What follows belongs to an exercise in optimizing a design on an open flow for a short achievable clock period and few clock cycles; a production flow would make more cautious choices.
Function was checked by simulation only, so behaviour that the tests miss may differ from the original.
Power figures rest on the tool's default switching activity, not on a simulated workload.

[design/flow/run.sh]
#!/bin/bash
# synth_recipe.tcl (not shown) runs the flow's synth.tcl, then flattens the netlist and writes it again
# the make line also repeats each setting of config.mk as NAME=value (left out here)
make -C /OpenROAD-flow-scripts/flow DESIGN_CONFIG=/design/flow/config.mk WORK_HOME=/design/flow/orfs CLKGATE_MAP_FILE= SYNTH_SCRIPT=/design/flow/synth_recipe.tcl finish
[design/flow/config.mk]
export PLATFORM = sky130hd
export DESIGN_NAME = cpu_top
export DESIGN_NICKNAME = cpu_top
export VERILOG_FILES = /design/flow/design.v
export SDC_FILE = /design/flow/constraint.sdc
export NUM_CORES = 4
export LEC_CHECK = 0
export CAP_MARGIN = 20
export CORE_MARGIN = 2
export CORE_UTILIZATION = 30
export SLEW_MARGIN = 20
[design/flow/constraint.sdc]
create_clock -name core_clock -period 10.0 [get_ports {clk}]
set_input_delay 2.0000 -clock core_clock [delete_from_list [all_inputs] [get_ports {clk}]]
set_output_delay 2.0000 -clock core_clock [all_outputs]
set_load 0.01 [all_outputs]
[design/flow/design.v]
package cpu_isa_pkg;
  localparam int word_w     = 8;     
  localparam int reg_addr_w = 2;     
  localparam int num_regs   = 4;
  localparam int opcode_w   = 4;
  localparam int imm_w      = 4;     
  localparam int imem_depth = 256;
  localparam int dmem_depth = 256;
  localparam int opcode_lsb = 4;     
  localparam int rd_lsb     = 2;     
  localparam int rs_lsb     = 0;     
  typedef enum logic [opcode_w-1:0] {
    op_halt = 4'd0,
    op_add  = 4'd1,
    op_sub  = 4'd2,
    op_and  = 4'd3,
    op_or   = 4'd4,
    op_xor  = 4'd5,
    op_li   = 4'd6,                  
    op_mov  = 4'd7,
    op_lw   = 4'd10,                 
    op_sw   = 4'd11,                 
    op_beq  = 4'd12,
    op_bne  = 4'd13,
    op_jmp  = 4'd14,
    op_out  = 4'd15                  
  } opcode_e;
endpackage
package cpu_ctrl_pkg;
  localparam int phase_w = 4;
  typedef enum logic [phase_w-1:0] {
    ph_idle,                         
    ph_fetch,
    ph_decode,                       
    ph_read,
    ph_execute,                      
    ph_memory,
    ph_writeback,
    ph_pc_update,
    ph_halted
  } phase_e;
  typedef enum logic {
    wsrc_alu,
    wsrc_mem
  } wsrc_e;
endpackage
`timescale 1ns/100ps
import cpu_isa_pkg::*;
module instruction_mem
(
  input  logic              clk,
  input  logic              load_en,
  input  logic [word_w-1:0] load_addr,
  input  logic [word_w-1:0] load_data,
  input  logic              rd_en,
  input  logic [word_w-1:0] addr,
  output logic [word_w-1:0] data
);
  logic [word_w-1:0] mem [imem_depth];
  always_ff @(posedge clk)
  begin
    if (load_en)
    begin
      mem[load_addr] <= load_data;
    end
  end
  always_ff @(posedge clk)
  begin
    if (rd_en)
    begin
      data <= mem[addr];
    end
  end
endmodule
`timescale 1ns/100ps
import cpu_isa_pkg::*;
import cpu_ctrl_pkg::*;
module control_unit
(
  input  logic [word_w-1:0]     instruction,
  output logic [opcode_w-1:0]     opcode,
  output logic [reg_addr_w-1:0] rd_addr,
  output logic [reg_addr_w-1:0] rs_addr,
  output logic                  reg_w_en,
  output logic                  mem_w_en,
  output logic                  mem_r_en,
  output logic                  is_out,
  output logic                  is_branch,
  output cpu_ctrl_pkg::wsrc_e               wsrc
);
  assign opcode  = instruction[opcode_lsb +: opcode_w];
  assign rs_addr = instruction[rs_lsb +: reg_addr_w];
  assign rd_addr = (opcode == op_li) ? '0 : instruction[rd_lsb +: reg_addr_w];
  always_comb
  begin
    reg_w_en  = 1'b0;
    mem_w_en  = 1'b0;
    mem_r_en  = 1'b0;
    is_out    = 1'b0;
    is_branch = 1'b0;
    wsrc      = wsrc_alu;
    case (opcode)
      op_add, op_sub, op_and, op_or, op_xor, op_li, op_mov:
      begin
        reg_w_en = 1'b1;
      end
      op_lw:
      begin
        reg_w_en = 1'b1;
        mem_r_en = 1'b1;
        wsrc     = wsrc_mem;     
      end
      op_sw:
      begin
        mem_w_en = 1'b1;
      end
      op_beq, op_bne, op_jmp:
      begin
        is_branch = 1'b1;
      end
      op_out:
      begin
        is_out = 1'b1;
      end
      default:
      begin
      end
    endcase
  end
endmodule
`timescale 1ns/100ps
import cpu_isa_pkg::*;
module alu
(
  input  logic [opcode_w-1:0] opcode,
  input  logic [word_w-1:0] op_a,       
  input  logic [word_w-1:0] op_b,       
  input  logic [imm_w-1:0]  imm,
  output logic [word_w-1:0] result,
  output logic              branch_taken
);
  always_comb
  begin
    case (opcode)
      op_add:  result = op_a + op_b;     
      op_sub:  result = op_a - op_b;
      op_and:  result = op_a & op_b;
      op_or:   result = op_a | op_b;
      op_xor:  result = op_a ^ op_b;
      op_mov:  result = op_b;
      op_li:   result = {{(word_w-imm_w){1'b0}}, imm};
      default: result = '0;
    endcase
  end
  always_comb
  begin
    case (opcode)
      op_beq:
      begin
        branch_taken = (op_a == op_b);
      end
      op_bne:
      begin
        branch_taken = (op_a != op_b);
      end
      op_jmp:
      begin
        branch_taken = 1'b1;             
      end
      default:
      begin
        branch_taken = 1'b0;
      end
    endcase
  end
endmodule
`timescale 1ns/100ps
import cpu_isa_pkg::*;
module data_mem
(
  input  logic              clk,
  input  logic              rst_n,
  input  logic [word_w-1:0] addr,
  input  logic [word_w-1:0] wr_data,
  input  logic              wr_en,
  input  logic              rd_en,
  output logic [word_w-1:0] rd_data
);
  logic [word_w-1:0] mem [dmem_depth];
  always_ff @(posedge clk)
  begin
    if (wr_en)
    begin
      mem[addr] <= wr_data;
    end
  end
  always_ff @(posedge clk or negedge rst_n)
  begin
    if (!rst_n)
    begin
      rd_data <= '0;
    end
    else if (rd_en)
    begin
      rd_data <= mem[addr];
    end
  end
endmodule
`timescale 1ns/100ps
import cpu_isa_pkg::*;
import cpu_ctrl_pkg::*;
module cpu_core
(
  input  logic              clk,
  input  logic              rst_n,
  input  logic              start,
  output logic [word_w-1:0] imem_addr,
  output logic              imem_rd_en,
  input  logic [word_w-1:0] imem_data,
  output logic [word_w-1:0] dmem_addr,
  output logic [word_w-1:0] dmem_wr_data,
  output logic              dmem_wr_en,
  output logic              dmem_rd_en,
  input  logic [word_w-1:0] dmem_rd_data,
  output logic              out_valid,
  input  logic              out_ready,
  output logic [word_w-1:0] out_data,
  output logic              halted,
  output logic              idle
);
  cpu_ctrl_pkg::phase_e          phase;
  logic [word_w-1:0]     pc;
  logic [word_w-1:0]     ir;               
  logic [word_w-1:0]     op_a;             
  logic [word_w-1:0]     op_b;             
  logic [word_w-1:0]     offset;           
  logic [word_w-1:0]     rf [num_regs];
  logic [word_w-1:0]     wb_data;
  logic [opcode_w-1:0]   opcode;
  logic [reg_addr_w-1:0] rd_addr;
  logic [reg_addr_w-1:0] rs_addr;
  logic                  reg_w_en;
  logic                  mem_w_en;
  logic                  mem_r_en;
  logic                  is_out;
  logic                  is_branch;
  cpu_ctrl_pkg::wsrc_e          wsrc;
  logic [word_w-1:0]     alu_result;
  logic                  branch_taken;
  logic                  fetched_halt;
  control_unit u_ctrl (
    .instruction (ir),
    .opcode      (opcode),
    .rd_addr     (rd_addr),
    .rs_addr     (rs_addr),
    .reg_w_en    (reg_w_en),
    .mem_w_en    (mem_w_en),
    .mem_r_en    (mem_r_en),
    .is_out      (is_out),
    .is_branch   (is_branch),
    .wsrc        (wsrc)
  );
  alu u_alu (
    .opcode       (opcode),
    .op_a         (op_a),
    .op_b         (op_b),
    .imm          (ir[imm_w-1:0]),
    .result       (alu_result),
    .branch_taken (branch_taken)
  );
  assign fetched_halt = (imem_data[opcode_lsb +: opcode_w] == op_halt);
  assign wb_data      = (wsrc == wsrc_mem) ? dmem_rd_data : alu_result;
  always_ff @(posedge clk or negedge rst_n)
  begin
    if (!rst_n)
    begin
      phase <= ph_idle;
      pc    <= '0;
      ir    <= '0;
      for (int i = 0; i < num_regs; i++)
      begin
        rf[i] <= '0;
      end
    end
    else
    begin
      case (phase)
        ph_idle, ph_halted:
        begin
          if (start)
          begin
            pc    <= '0;                  
            phase <= ph_fetch;
          end
        end
        ph_fetch:      phase <= ph_decode;
        ph_decode:
        begin
          ir    <= imem_data;
          phase <= fetched_halt ? ph_halted : ph_read;
        end
        ph_read:       phase <= ph_execute;
        ph_execute:
        begin
          if (!is_out || out_ready)       
          begin
            phase <= ph_memory;
          end
        end
        ph_memory:     phase <= ph_writeback;
        ph_writeback:
        begin
          if (reg_w_en)
          begin
            rf[rd_addr] <= wb_data;
          end
          phase <= ph_pc_update;
        end
        ph_pc_update:
        begin
          pc    <= pc + 8'd1 + ((is_branch && branch_taken) ? offset : '0);
          phase <= ph_fetch;
        end
        default:       phase <= ph_idle;
      endcase
    end
  end
  always_ff @(posedge clk)
  begin
    if (phase == ph_read)
    begin
      op_a   <= rf[rd_addr];
      op_b   <= rf[rs_addr];
      offset <= rf[0];
    end
  end
  assign imem_addr    = pc;
  assign imem_rd_en   = (phase == ph_fetch);
  assign dmem_addr    = op_b;                 
  assign dmem_wr_data = op_a;
  assign dmem_wr_en   = (phase == ph_memory) && mem_w_en;
  assign dmem_rd_en   = (phase == ph_memory) && mem_r_en;
  assign out_valid    = (phase == ph_execute) && is_out;
  assign out_data     = op_a;
  assign halted       = (phase == ph_halted);
  assign idle         = (phase == ph_idle);
endmodule
`timescale 1ns/100ps
module cpu_top (
  input  logic       clk,
  input  logic       rst_n,
  input  logic       start,
  input  logic       load_valid,
  output logic       load_ready,
  input  logic [7:0] load_addr,
  input  logic [7:0] load_data,
  output logic       out_valid,
  input  logic       out_ready,
  output logic [7:0] out_data,
  output logic       halted
);
  logic [7:0] imem_addr;
  logic       imem_rd_en;
  logic [7:0] imem_data;
  logic [7:0] dmem_addr;
  logic [7:0] dmem_wr_data;
  logic       dmem_wr_en;
  logic       dmem_rd_en;
  logic [7:0] dmem_rd_data;
  logic       idle;
  assign load_ready = idle | halted;
  cpu_core u_core (
    .clk          (clk),
    .rst_n        (rst_n),
    .start        (start),
    .imem_addr    (imem_addr),
    .imem_rd_en   (imem_rd_en),
    .imem_data    (imem_data),
    .dmem_addr    (dmem_addr),
    .dmem_wr_data (dmem_wr_data),
    .dmem_wr_en   (dmem_wr_en),
    .dmem_rd_en   (dmem_rd_en),
    .dmem_rd_data (dmem_rd_data),
    .out_valid    (out_valid),
    .out_ready    (out_ready),
    .out_data     (out_data),
    .halted       (halted),
    .idle         (idle)
  );
  instruction_mem u_imem (
    .clk       (clk),
    .load_en   (load_valid & load_ready),
    .load_addr (load_addr),
    .load_data (load_data),
    .rd_en     (imem_rd_en),
    .addr      (imem_addr),
    .data      (imem_data)
  );
  data_mem u_dmem (
    .clk     (clk),
    .rst_n   (rst_n),
    .addr    (dmem_addr),
    .wr_data (dmem_wr_data),
    .wr_en   (dmem_wr_en),
    .rd_en   (dmem_rd_en),
    .rd_data (dmem_rd_data)
  );
endmodule
==> summary.txt <==
power groups by stage:
stage / Clock [mW] / Combinational [mW] / Sequential (mW)
after global placement: 0 / 10.0 / 21.0
after floorplan: 0 / 6.34 / 21.3
after global routing: 16.4 / 10.7 / 20.7
final: 15.6 / 10.2 / 20.6
after detailed placement: 0 / 10.2 / 21.0
after CTS: 15.8 / 10.2 / 20.6
cell type report:
| type | count | area (sq um) | area share, % |
|---|---|---|---|
| Tap cell | 7208 | 9019 | 4.861 |
| Inverter | 33 | 126.4 | 0.06811 |
| Sequential cell | 4188 | 125500 | 67.63 |
| Clock buffer | 482 | 10550 | 5.687 |
| Timing Repair Buffer | 188 | 1748 | 0.9421 |
| Multi-Input combinational cell | 2829 | 35690 | 19.23 |
| Antenna cell | 2 | 5.005 | 0.002697 |
| Clock inverter | 265 | 2928 | 1.578 |
critical path, stage by stage, from the launching register on:
cell and delay [ns]:
dfrtp_1 0.50, nor2b_1 0.65, nand3_1 0.40, nor4_2 0.30
buf_4 0.26, clkdlybuf4s50_1 0.56
sequential cells by signal, summed over array words and instances, names as in the netlist, 8 cells and up:
name	cells
u_dmem.mem	2048
u_imem.mem	2048
u_core.rf	32
u_core.ir	8
u_core.offset	8
u_core.op_a	8
u_core.op_b	8
u_core.pc	8
u_dmem.rd_data	8
u_imem.data	8
Yosys cell counts (20+ instances only):
master / n
a211oi_1: 20
mux2_2: 32
nand2_1: 155
nor2b_1: 30
a22oi_1: 62
o22ai_1: 47
buf_1: 37
a221oi_1: 74
buf_2: 123
mux4_2: 1127
ha_1: 31
dfrtp_1: 60
mux2i_1: 169
nor2_1: 600
edfxtp_1: 4128
nand3_1: 29
clkbuf_1: 221
nor3_1: 31
inv_1: 30
a22o_1: 68
o21ai_0: 99
a21oi_1: 108
buf_4: 35
cell families after synthesis:
group / synth area share (%)
flip-flops: 76.92
multiplexers: 16.82
AND/OR/NAND/NOR: 2.301
AO/OA/AOI/OAI: 2.344
buffers and inverters: 1.298
adder cells (fa/ha/maj): 0.2746
XOR/XNOR: 0.03759
layer usage:
metal / GRT usage (%) / wire length (um) / share of wire, %
met5: 0 / 40 / 0.0095
met1: 19.96 / 169500 / 40
met2: 24.32 / 202300 / 48
met4: 4.839 / 15250 / 3.6
met3: 2.505 / 32130 / 7.7
how the worst max path moves through the flow:
stage                     from                 end  cells past startpoint
3_3_place_gp        load_valid  u_imem.mem[206][2]                      5
6_report       u_core.phase[3]           out_valid                      5
2_1_floorplan   u_core.op_a[0]        u_core.pc[7]                     18
4_1_cts        u_core.phase[3]           out_valid                      5
5_1_grt        u_core.phase[2]           out_valid                      5
3_5_place_dp        load_valid  u_imem.mem[207][3]                      5
through the flow:
stage                     instances  setup WS [ns]  power, mW  cell area, sq um
after floorplan                7479          3.564      27.65            163100
after global placement        14440          4.456      31.01            172000
after detailed placement      14440          4.471      31.18            172000
after CTS                     15190          4.330      46.61            185500
after global routing          15190          4.234      47.74            185500
final                         15200          4.301      46.34            185500
==> flow_summary.json <==
{
  "outcome": "complete, no violations",
  "vdd_drop_max_v": 0.0002061,
  "cts_max_path_buffers": 4,
  "hold_depth": 0,
  "start_util_pct": 30.14,
  "grt_pass1_wl_um": 597400,
  "max-cap-violations": 0,
  "dr.pass1.iters": 6,
  "wl_per_cell_um": 27.59,
  "seq_area_frac_synth_pct": 76.92,
  "pin_count": 32,
  "tritoncts": "yes",
  "grt-ovfl-total": 0,
  "min_to": "u_core.offset[1]",
  "slew_headroom_pct": 20.18,
  "holdBufCountCts": 0,
  "end_kind": "primary output",
  "cts_inserted_buffers": 408,
  "grt_antenna_before_repair": 14,
  "vias_per_cell": 5.174,
  "crit_arrival_ns": 3.70,
  "avgSynthCellArea_sq_um": 21.81,
  "cts_sinks": 4188,
  "rows": 270,
  "required_ns": 8.00,
  "netlist_area_sq_um": 163100,
  "cts_max_level": 5,
  "synth-edff-count": 4128,
  "wl_um": 419200,
  "drc": 0,
  "dieWidth_um": 741.3,
  "hold_viol": 0,
  "clk_latency_ns": 1.02,
  "fin_crit_sh_pct": 56.99,
  "mostFrequentLayoutCell": "edfxtp_1",
  "grtUsageTotal_pct": 14.77,
  "num-fill-cells": 49750,
  "rr_endpoint": "u_dmem.rd_data[6]",
  "fin_setup_tns_ns": 0,
  "ff2ff_setup_slack_ns": 4.65,
  "yosys.area.top_type": "edfxtp_1",
  "max_slew.worst_pin.slew_ns": 1.197,
  "fin_crit_ns": 5.699,
  "grt_pass1_vias": 79790,
  "num_vias": 78620,
  "ant_nets": 0,
  "power_leakage_nw": 55.46,
  "cts_root_buf": "clkbuf_16",
  "die-area_sq_um": 549600,
  "setup_viol": 0,
  "area_growth_pct": 13.76,
  "combPwrFrac_pct": 21.9,
  "p_sw_share_pct": 28.32,
  "clkTransAtPathRegs_ns": 0.07,
  "core_sq_um": 541200,
  "post_cts_buffers": 0,
  "worstPathMaxFanout": 9,
  "fin_nets": 7703,
  "p_clk_share_pct": 33.6,
  "portBuffers": 31,
  "place.gp.congestion": 0.8654,
  "syn_nets": 7534,
  "fin_skew_ns": 0.08400,
  "fin_util_pct": 34.28,
  "powerDensity_nw_per_um2": 249.7,
  "die_h_um": 741.3,
  "rsz0062_at_grt": "no",
  "worstHoldStart": "u_core.rf[0][1]",
  "p_sw_mw": 13.12,
  "ff2ff_path_depth": 10,
  "yosys.area.top_type_share_pct": 76.00,
  "synthTopCellsByArea": "edfxtp_1 (76%), mux4_2 (16%), nor2_1 (1.4%), mux2i_1 (1.0%), dfrtp_1 (0.92%)",
  "final_cell_mix": "edfxtp_1 (4128), mux4_2 (1127), nor2_1 (589), clkbuf_16 (411), mux2i_1 (169)",
  "async_reset_ff_share_pct": 1.433,
  "ctsResizeCount": 0,
  "yosys_register_bits": 4188,
  "yosys_warnings": 6,
  "drive_gt1_share_pct": 24.71,
  "p_int_mw": 33.22,
  "synth.distinct_cells": 65,
  "yosys_most_used_dff": "edfxtp_1",
  "grt_max_degree": 173,
  "pwr-share-seq_pct": 44.5,
  "r2r_start": "u_core.op_b[1]",
  "max_freq_mhz": 175.5,
  "netlist_instances": 7479,
  "first_iter_violations": 9957,
  "crit_type": "register to primary output",
  "hp-class": "register to register",
  "slew_viol_final": 0,
  "dp_hpwl_um": 247700,
  "cp-start-kind": "register",
  "hold_slack_ns": 0.4798
}
Testbench counts, summed over its fixed seeds: cycles 45,502.

port drivers added, routing unchanged:
In the flow no input, the clock included, has a driving cell. The finished layout below was timed again as built, in two steps. Step 1: set_driving_cell puts a clkbuf_16 on clk and a buf_2 on each other input, an assumption about the parent block. Step 2 adds t to the input delays and takes it off the output delays; t is the mean of the earliest and latest rising clock arrival at the registers after step 1. Input paths then give back, and output paths get back, about the clock's delay inside the block. Slacks: ideal ports / drivers / drivers and shift; pairs: ideal ports / drivers.
t (ns): 1.080
slack for setup (ns): 4.301 / 4.195 / 4.404
worst setup path after step 2: input to register
worst register clock-pin slew, ns: 0.07 / 0.07
After both steps setup and hold are still met in this run. For this run, drivers alone change the setup slack by -0.106 ns; drivers and shift together by +0.103 ns.
